Context: an optimization exercise on an open-source flow, tuned for small area and a short achievable clock period. The choices shown serve that exercise and are no tape-out recipe. Only simulation tests tie the RTL to the original design; equivalence was not proved.

==> v26: inputs <==
// sp_ram_be
module sp_ram_be #(
    parameter int unsigned DATA_WIDTH = 32,
    parameter int unsigned BYTE_WIDTH = 8,
    parameter int unsigned DEPTH      = 128,
    parameter int unsigned LATENCY    = 2,
    parameter              WRITE_MODE = "write_first",
    localparam int unsigned LANES     = ram_pkg::num_lanes(DATA_WIDTH, BYTE_WIDTH),
    localparam int unsigned AW        = $clog2(DEPTH)
) (
    input  logic                  clk,
    input  logic                  rst,
    input  logic                  en,
    input  logic [LANES-1:0]      we,
    input  logic [AW-1:0]         addr,
    input  logic [DATA_WIDTH-1:0] din,
    output logic [DATA_WIDTH-1:0] dout,
    output logic                  rvalid
);
==> module ram_bit_next, before the edit <==
module ram_bit_next (
    input  logic q,
    input  logic d,
    input  logic wr,
    input  logic wr_n,
    output logic nq
);
    assign nq = (q | wr) & (d | wr_n);
endmodule
==> module ram_rd_pair, before the edit <==
module ram_rd_pair (
    input  logic s0_n,
    input  logic q0,
    input  logic s1_n,
    input  logic q1,
    output logic z
);
    assign z = !((s0_n | q0) & (s1_n | q1));
endmodule
==> module ram_nor2, before the edit <==
module ram_nor2 (
    input  logic a,
    input  logic b,
    output logic y
);
    assign y = !(a | b);
endmodule
==> module ram_nand4, before the edit <==
module ram_nand4 (
    input  logic a,
    input  logic b,
    input  logic c,
    input  logic d,
    output logic y
);
    assign y = !(a & b & c & d);
endmodule
==> module ram_nand2, before the edit <==
module ram_nand2 (
    input  logic a,
    input  logic b,
    output logic y
);
    assign y = !(a & b);
endmodule
==> module ram_inv, before the edit <==
module ram_inv (
    input  logic a,
    output logic y
);
    assign y = !a;
endmodule
==> module sp_ram_be, before the edit <==
module sp_ram_be #(
    parameter int unsigned DATA_WIDTH = 32,
    parameter int unsigned BYTE_WIDTH = 8,
    parameter int unsigned DEPTH      = 128,
    parameter int unsigned LATENCY    = 2,
    parameter              WRITE_MODE = "write_first",
    localparam int unsigned LANES     = ram_pkg::num_lanes(DATA_WIDTH, BYTE_WIDTH),
    localparam int unsigned AW        = $clog2(DEPTH)
) (
    input  logic                  clk,
    input  logic                  rst,
    input  logic                  en,
    input  logic [LANES-1:0]      we,
    input  logic [AW-1:0]         addr,
    input  logic [DATA_WIDTH-1:0] din,
    output logic [DATA_WIDTH-1:0] dout,
    output logic                  rvalid
);
    logic [DATA_WIDTH-1:0] mem [DEPTH];
    localparam int unsigned AL = AW / 2;             
    localparam int unsigned AH = AW - AL;            
    logic [(1 << AH)-1:0] pre_h;
    logic [(1 << AH)-1:0] pre_h_n;
    logic [(1 << AL)-1:0] pre_l;
    logic [LANES-1:0]     lane_en;
    logic [LANES-1:0]     pre_lw_n [1 << AL];
    logic [DEPTH-1:0]     wl_n;
    logic [LANES-1:0]     wr   [DEPTH];
    logic [LANES-1:0]     wr_n [DEPTH];
    always_comb begin
        for (int unsigned j = 0; j < (1 << AH); j++) begin
            pre_h[j]   = (addr[AW-1:AL] == AH'(j));
            pre_h_n[j] = !pre_h[j];
        end
        for (int unsigned j = 0; j < (1 << AL); j++) pre_l[j] = !rst && (addr[AL-1:0] == AL'(j));
        for (int unsigned i = 0; i < LANES; i++) lane_en[i] = !rst && en && we[i];
        for (int unsigned j = 0; j < (1 << AL); j++) begin
            for (int unsigned i = 0; i < LANES; i++) pre_lw_n[j][i] = !(pre_l[j] && lane_en[i]);
        end
    end
    for (genvar w = 0; w < DEPTH; w++) begin : g_dec
        ram_nand2 u_wl (.a(pre_h[w >> AL]), .b(pre_l[w % (1 << AL)]), .y(wl_n[w]));
        for (genvar i = 0; i < LANES; i++) begin : g_lane
            ram_nor2 u_wr  (.a(pre_h_n[w >> AL]), .b(pre_lw_n[w % (1 << AL)][i]), .y(wr[w][i]));
            ram_inv  u_wrn (.a(wr[w][i]), .y(wr_n[w][i]));
        end
    end
    for (genvar w = 0; w < DEPTH; w++) begin : g_word
        logic [DATA_WIDTH-1:0] nxt;
        for (genvar b = 0; b < DATA_WIDTH; b++) begin : g_bit
            ram_bit_next u_next (
                .q    (mem[w][b]),
                .d    (din[b]),
                .wr   (wr[w][b / BYTE_WIDTH]),
                .wr_n (wr_n[w][b / BYTE_WIDTH]),
                .nq   (nxt[b])
            );
        end
        always_ff @(posedge clk) mem[w] <= nxt;
    end
    logic             a_v;
    logic [DEPTH-1:0] sel_n;
    logic             sel_zn;
    logic             sel_ld;
    logic             sel_ld_n;
    logic [DEPTH-1:0] sel_nxt;
    logic             sel_zn_nxt;
    assign sel_ld   = en || rst;
    assign sel_ld_n = !sel_ld;
    for (genvar w = 0; w < DEPTH; w++) begin : g_sel
        ram_bit_next u_sel (.q(sel_n[w]), .d(wl_n[w]), .wr(sel_ld), .wr_n(sel_ld_n), .nq(sel_nxt[w]));
    end
    ram_bit_next u_selz (.q(sel_zn), .d(!rst), .wr(sel_ld), .wr_n(sel_ld_n), .nq(sel_zn_nxt));
    always_ff @(posedge clk) begin
        a_v    <= en && !rst;
        sel_n  <= sel_nxt;
        sel_zn <= sel_zn_nxt;
    end
    logic [DATA_WIDTH-1:0] rd_n;
    for (genvar b = 0; b < DATA_WIDTH; b++) begin : g_rd
        logic [DEPTH/2-1:0]  z1;    
        logic [DEPTH/4-1:0]  c2;    
        logic [DEPTH/16-1:0] z3;    
        logic [DEPTH/32-1:0] c4;    
        for (genvar p = 0; p < DEPTH/2; p++) begin : g_l1
            ram_rd_pair u (.s0_n(sel_n[2*p]), .q0(mem[2*p][b]),
                           .s1_n(sel_n[2*p+1]), .q1(mem[2*p+1][b]), .z(z1[p]));
        end
        for (genvar p = 0; p < DEPTH/4; p++) begin : g_l2
            ram_nor2 u (.a(z1[2*p]), .b(z1[2*p+1]), .y(c2[p]));
        end
        for (genvar p = 0; p < DEPTH/16; p++) begin : g_l3
            ram_nand4 u (.a(c2[4*p]), .b(c2[4*p+1]), .c(c2[4*p+2]), .d(c2[4*p+3]), .y(z3[p]));
        end
        for (genvar p = 0; p < DEPTH/32; p++) begin : g_l4
            ram_nor2 u (.a(z3[2*p]), .b(z3[2*p+1]), .y(c4[p]));
        end
        ram_nand4 u_l5 (.a(c4[0]), .b(c4[1]), .c(c4[2]), .d(c4[3]), .y(rd_n[b]));
    end
    logic out_off;
    assign out_off = rst || !sel_zn;
    always_ff @(posedge clk) begin
        rvalid <= a_v && !rst;
        for (int unsigned b = 0; b < DATA_WIDTH; b++) dout[b] <= !(rd_n[b] || out_off);
    end
endmodule
Settings: LEC_CHECK=0, CAP_MARGIN=20, CORE_MARGIN=2, CORE_UTILIZATION=60, CTS_CLUSTER_DIAMETER=60, CTS_CLUSTER_SIZE=20, SETUP_SLACK_MARGIN=1.7, SLEW_MARGIN=20, SYNTH_HIERARCHICAL=1, SYNTH_MINIMUM_KEEP_SIZE=0; clock period 4.0 ns.
run.sh (not shown) runs the stock make flow with config.mk's settings and CLKGATE_MAP_FILE= SYNTH_SCRIPT=/design/flow/synth_recipe.tcl, a recipe that flattens the netlist after the stock synthesis.
==> inputs of v39, as changes to v26 <==
Settings changed: CTS_CLUSTER_DIAMETER 60 to 100, CTS_CLUSTER_SIZE 20 to 25, SETUP_SLACK_MARGIN 1.7 to 1.85.
==> inputs of v31, as changes to v26 <==
Settings changed: CTS_CLUSTER_DIAMETER 60 to 100, CTS_CLUSTER_SIZE 20 to 25, SETUP_SLACK_MARGIN 1.7 to 1.95.
==> inputs of v32, as changes to v26 <==
==> flow/design.v (replaced) <==
package ram_pkg;
    localparam WM_WRITE_FIRST = "write_first";
    localparam WM_READ_FIRST  = "read_first";
    localparam WM_NO_CHANGE   = "no_change";
    localparam int unsigned LATENCY_MIN = 1;
    localparam int unsigned LATENCY_MAX = 3;
    function automatic integer num_lanes(input integer dw, input integer bw);
        num_lanes = dw / bw;
    endfunction
endpackage
module ram_rd_pipe #(
    parameter int unsigned WIDTH  = 32,
    parameter int unsigned STAGES = 1
) (
    input  logic             clk,
    input  logic             rst,
    input  logic             in_valid,
    input  logic [WIDTH-1:0] in_data,
    output logic             out_valid,
    output logic [WIDTH-1:0] out_data
);
    logic [STAGES-1:0] v;
    logic [WIDTH-1:0]  d [STAGES];
    always_ff @(posedge clk) begin
        if (rst) begin
            v <= '0;
            for (int unsigned i = 0; i < STAGES; i++) d[i] <= '0;
        end else begin
            v[0] <= in_valid;
            if (in_valid) d[0] <= in_data;
            for (int unsigned i = 1; i < STAGES; i++) begin
                v[i] <= v[i-1];
                if (v[i-1]) d[i] <= d[i-1];
            end
        end
    end
    assign out_valid = v[STAGES-1];
    assign out_data  = d[STAGES-1];
endmodule
module sp_ram_be #(
    parameter int unsigned DATA_WIDTH = 32,
    parameter int unsigned BYTE_WIDTH = 8,
    parameter int unsigned DEPTH      = 128,
    parameter int unsigned LATENCY    = 2,
    parameter              WRITE_MODE = "write_first",
    localparam int unsigned LANES     = ram_pkg::num_lanes(DATA_WIDTH, BYTE_WIDTH),
    localparam int unsigned AW        = $clog2(DEPTH)
) (
    input  logic                  clk,
    input  logic                  rst,
    input  logic                  en,
    input  logic [LANES-1:0]      we,
    input  logic [AW-1:0]         addr,
    input  logic [DATA_WIDTH-1:0] din,
    output logic [DATA_WIDTH-1:0] dout,
    output logic                  rvalid
);
    logic [DATA_WIDTH-1:0] mem [DEPTH];
    always_ff @(posedge clk) begin
        if (!rst && en) begin
            for (int unsigned i = 0; i < LANES; i++) begin
                if (we[i]) mem[addr][i*BYTE_WIDTH +: BYTE_WIDTH] <= din[i*BYTE_WIDTH +: BYTE_WIDTH];
            end
        end
    end
    logic             a_v;
    logic [DEPTH-1:0] a_sel;
    always_ff @(posedge clk) begin
        a_v <= en && !rst;
        for (int unsigned w = 0; w < DEPTH; w++) a_sel[w] <= (addr == AW'(w));
    end
    logic [DATA_WIDTH-1:0] rd;
    always_comb begin
        rd = '0;
        for (int unsigned w = 0; w < DEPTH; w++) rd = rd | ({DATA_WIDTH{a_sel[w]}} & mem[w]);
    end
    always_ff @(posedge clk) begin
        if (rst) begin
            rvalid <= 1'b0;
            dout   <= '0;
        end else begin
            rvalid <= a_v;
            if (a_v) dout <= rd;
        end
    end
endmodule
Settings changed: CORE_UTILIZATION 60 to 40, CTS_CLUSTER_DIAMETER 60 to unset, CTS_CLUSTER_SIZE 20 to unset, SETUP_SLACK_MARGIN 1.7 to unset, SYNTH_HIERARCHICAL 1 to unset, SYNTH_MINIMUM_KEEP_SIZE 0 to unset.
==> results.py <==
metrics = {
    "logic_synthesis": {
        "ys.flop_type": "dfxtp_1",
        "seq_area_frac_synth": 0.583,
    },
    "sta": {
        "clock-skew-final_ns": 0.0308,
    },
    "setup_path": {
        "slowest_stage": "nand4_1",
        "worst_r2r_path_depth": 7,
    },
    "drt": {
        "wl_met2_um": 227000,
    },
    "global_routing": {
        "use_met3": 0.0939,
        "grt_pass1_vias": 121000,
        "grtUsageMet1": 0.541,
    },
    "outcome": {
        "status": "finished clean",
    },
    "cells_and_area": {
        "final_core_util": 0.703,
        "design.seq.count": 4259,
    },
}
The numbers above come from v31.

==> results.py <==
metrics = {
    "outcome": {
        "status": "finished clean",
    },
    "global_routing": {
        "use_met3": 0.0894,
        "grt_pass1_vias": 120000,
        "grtUsageMet1": 0.544,
    },
    "sta": {
        "clock-skew-final_ns": 0.0401,
    },
    "setup_path": {
        "slowest_stage": "nand4_1",
    },
    "cells_and_area": {
        "seq_area_frac": 0.509,
        "final_core_util": 0.692,
        "design.seq.count": 4259,
    },
    "logic_synthesis": {
        "seq_area_frac_synth": 0.583,
        "ys.flop_type": "dfxtp_1",
    },
    "drt": {
        "wl_met2_um": 229000,
    },
}
The numbers above come from v26.

==> results.py <==
metrics = {
    "outcome": {
        "status": "finished clean",
    },
    "cells_and_area": {
        "design.seq.count": 4258,
        "final_core_util": 0.478,
    },
    "logic_synthesis": {
        "synth_xor_area_frac": 0,
        "seq_area_frac_synth": 0.834,
        "ys.flop_type": "edfxtp_1",
    },
    "global_routing": {
        "grt_pass1_vias": 95400,
        "grtUsageMet1": 0.492,
        "use_met3": 0.218,
        "gr-total-overflow": 0,
    },
    "sta": {
        "clock-skew-final_ns": 0.0697,
    },
    "drt": {
        "wl_met2_um": 321000,
    },
    "setup_path": {
        "worst_r2r_path_depth": 6,
    },
}
The numbers above come from v32.

==> results.py <==
metrics = {
    "outcome": {
        "status": "finished clean",
    },
    "setup_path": {
        "worst_r2r_path_depth": 8,
        "slowest_stage": "dfxtp_4",
    },
    "global_routing": {
        "use_met3": 0.0915,
        "grt_pass1_vias": 118000,
        "grtUsageMet1": 0.540,
    },
    "logic_synthesis": {
        "seq_area_frac_synth": 0.583,
    },
    "sta": {
        "clock-skew-final_ns": 0.0321,
        "slew_violations": 0,
    },
    "cells_and_area": {
        "design.seq.count": 4259,
        "multi_input_area_sq_um": 62700,
    },
    "drt": {
        "wl_met2_um": 221000,
    },
}
The numbers above come from v39.

## afterwards: timing with drivers on the ports
The results above use ideal ports. As a check the final layouts listed here were re-extracted and re-timed, cells and wires unchanged.
Step 1 assumes that a clkbuf_16 drives the clock port and a buf_2 every other input.
Step 2 also shifts input and output timing later by t, the mid clock arrival at the registers, as if the neighbouring blocks saw the same clock.
Three values: no drivers, after step 1, after step 2; two values: the first two.
| run | shift t [ns] | setup slack, ns | worst setup path after step 2 | clock arrival spread, ns | worst slew at a driven data input, ns |
|---|---|---|---|---|---|
| v26 | 1.028 | 1.583 / 1.583 / 0.601 | input to register | 0.058 / 0.058 | 0.20 |
| v39 | 0.979 | 1.748 / 1.738 / 0.843 | input to register | 0.047 / 0.047 | 0.19 |
| v31 | 1.008 | 1.649 / 1.649 / 0.894 | input to register | 0.045 / 0.045 | 0.20 |
| v32 | 1.143 | 0.287 / 0.343 / -0.760 | input to register | 0.091 / 0.090 | 0.09 |
Met with ideal ports but missed after step 2: setup timing in v32. For v32, which loses most, drivers alone change the setup slack by +0.056 ns; drivers and shift together by -1.047 ns.
